Context: an optimization exercise on an open-source flow, tuned for small area, a short achievable clock period and few clock cycles per item. The choices shown serve that exercise and are no tape-out recipe. The RTL was checked by simulation tests, not by an equivalence proof against the original design. No activity file was given, so power comes from the tool's default toggle rates.

## run 1
Design bar_graph_page_renderer_unit, start of the top module:
module bar_graph_page_renderer_unit (
  input  wire logic  clk,
  input  wire logic  rst,
  input  wire logic         items_valid,
  output logic              items_ready,
  input  wire logic [1:0]   items_operation,
  input  wire logic [7:0]   items_sample,
  input  wire logic [1:0]   items_row,
  input  wire logic [6:0]   items_column,
  input  wire logic         cfg_valid,
  output logic              cfg_ready,
  input  wire logic [1:0]   cfg_index,
  input  wire logic [7:0]   cfg_data,
  output logic              results_valid,
  input  wire logic         results_ready,
  output logic [7:0]        results_pixel_byte,
  output logic              results_scale_valid
);
For scale: roughly 2800 cells after synthesis, about 1200 flip-flops, ~46 I/O pins.
export LEC_CHECK = 0
export CAP_MARGIN = 20
export CORE_MARGIN = 2
export CORE_UTILIZATION = 40
export CTS_BUF_LIST = sky130_fd_sc_hd__clkbuf_16
export CTS_CLUSTER_DIAMETER = 80
export CTS_CLUSTER_SIZE = 30
export SETUP_SLACK_MARGIN = 2.7
export SLEW_MARGIN = 20
create_clock -name core_clock -period 5.0 [get_ports {clk}]
run.sh (not shown) runs the stock make flow with config.mk's settings and CLKGATE_MAP_FILE= SYNTH_SCRIPT=/design/flow/synth_recipe.tcl, a recipe that flattens the netlist after the stock synthesis.
Testbench counts of run 1, summed over its fixed seeds: cycles 10,384, items 8,192.
Inputs modified between run 1 and run 2:
- swapping 40 for 55 in CORE_UTILIZATION
- swapping 30 for 25 in CTS_CLUSTER_SIZE
- swapping 80 for 70 in CTS_CLUSTER_DIAMETER
Notes after the runs:
Capture point of the worst path: u_back.x3[1]$_DFF_P_ -> run 2, pk_span[5]$_DFFE_PP_ -> run 1
Run 2 against run 1: clock buffer count in the final layout went up by 11; signal arrival time at the worst endpoint went up by 0.08 ns; count of buffers not belonging to the clock network in the layout went up by 4.2%; fmax went down by 2.8 MHz.
Against run 1 as the reference, run 2 delivers a higher global routing usage on met2.
NOTE: final cell count in run 2 falls short of that of run 1
The total number of vias of run 2 and that of run 1 are within noise of each other.
After detailed routing, run 1 needs less wire than run 2.
Higher maximum number of pins on one net before global-route repair was reported by run 1, not run 2.
Setup changes, run 2 to run 3
- setting ABC_AREA to 1 for the first time
- changing CORE_UTILIZATION from 55 to 40
Findings:
- Summary of the comparison: full die area is higher in run 3, relative to run 2.
- Critical path depth: run 3 higher than run 2
- Compared with run 2, run 3 shows area after detailed placement higher by about 6.5%.
- Run 2 vs run 3, largest family of logic cells by synthesized area: compound AO/OA/AOI/OAI gates vs simple AND/OR/NAND/NOR gates
- Looking at placeable core area, run 3 sits above run 2.
- Lower sequential share of layout area among run 2 and run 3: run 3
> inputs changed (run 3 -> run 4)
- ABC_AREA no longer set, was 1
- SETUP_SLACK_MARGIN now 2.85, was 2.7
[summary]
- Going from run 3 to run 4, non-clock buffer area fraction after layout picked up an extra 1.6 points, setup slack at placement shrank by 0.14 ns, multi-input gate share of total cell area fell by 1.5 points, fraction of the cycle the final worst path needs went down by 0.41 points.
- Relative to run 3, the total nets after synthesis measured on run 4 has decreased by more than a quarter.
- Comparing run 4 and run 3, instance count on the critical path is lower on run 4.
- For run 4, the last element of the critical path was out_byte[7]$_DFFE_PN_, unlike run 3, where it was outstanding[3]$_SDFF_PP0_.
- Final hold slack: run 4 < run 3
- Going from run 3 to run 4, required time of the critical path shrinks by 0.16 ns.
[inputs] run 5 vs run 4
- a change of SETUP_SLACK_MARGIN from 2.85 to 2.5
==> summary.txt <==
- Lower post-CTS resize count was reported by run 5, not run 4.
- For run 5, the endpoint of the most critical setup path was pk_span[5]$_DFFE_PP_, unlike run 4, where it was out_byte[7]$_DFFE_PN_.
- Cell count: run 5 lower than run 4
- From run 4 to run 5 the numbers moved as follows: clock latency of the later-clocked register in the worst-skew pair was more or less identical, maximum frequency decreased about 9%, critical path depth dropped 1.
- Compared with run 4, in run 5 number of antenna violations at the first check in global routing shrank by 1; post-DP HPWL shrank by about 3.3%; power shrank by about 5.5%; relative contribution of combinational cells to total power shrank by 4.3 points.
#### Input delta (run 6 over run 5)
- SETUP_SLACK_MARGIN now 3.0, was 2.5
## What came out
- The flow did not stop early for run 6: all stages ran, and the layout cleared the timing, DRC and antenna checks.
- As far as clock network contribution to total cell area is concerned, run 6 and run 5 perform about the same.
- ~same number of placed I/O pins in run 5 and run 6
- Delta(worst hold slack, run 6 - run 5) < 0
- Looking at run 5 and run 6, the final number of max-transition violations is a wash.
- On run 6: routing usage on met3 is 0.66 points higher than what run 5 gave.
- Run 6 ends up with a switching power summed over all nets that is 870 uW higher than in run 5.
- Run 6 vs run 5 — global-route wire length before repair rose 7.7%.
- Going from run 5 to run 6, overall power consumption grew by a little under 10%.
- Run 5 → run 6: detailed-route wire length per cell has increased; clock network power share down 1.6 points.

-- afterwards: timing with drivers on the ports --
Ports are ideal in the flow. The routed layouts listed here were re-timed in OpenROAD.
Step 1: set_driving_cell puts a clkbuf_16 on clk and a buf_2 on each other input, an assumption about the parent block.
Step 2 adds t to the input delays and takes it off the output delays; t is the mean of the earliest and latest rising clock arrival at the registers after step 1. Input paths then give back, and output paths get back, about the clock's delay inside the block.
Slacks: no drivers / after step 1 / after step 2; pairs: no drivers / after step 1.
run	t, ns	slack for setup (ns)	worst setup path after step 2
run 1	0.702	2.749 / 2.693 / 2.044	input to register
run 2	0.708	2.734 / 2.689 / 2.106	input to register
run 3	0.738	2.765 / 2.695 / 2.046	input to register
run 4	0.726	2.785 / 2.732 / 2.208	input to register
run 5	0.706	2.556 / 2.552 / 1.846	input to register
run 6	0.726	2.807 / 2.739 / 2.247	input to register
After both steps setup and hold are still met in every run listed. The setup slack of run 3, which loses most, moves by -0.070 ns with the drivers and by -0.719 ns with both steps.
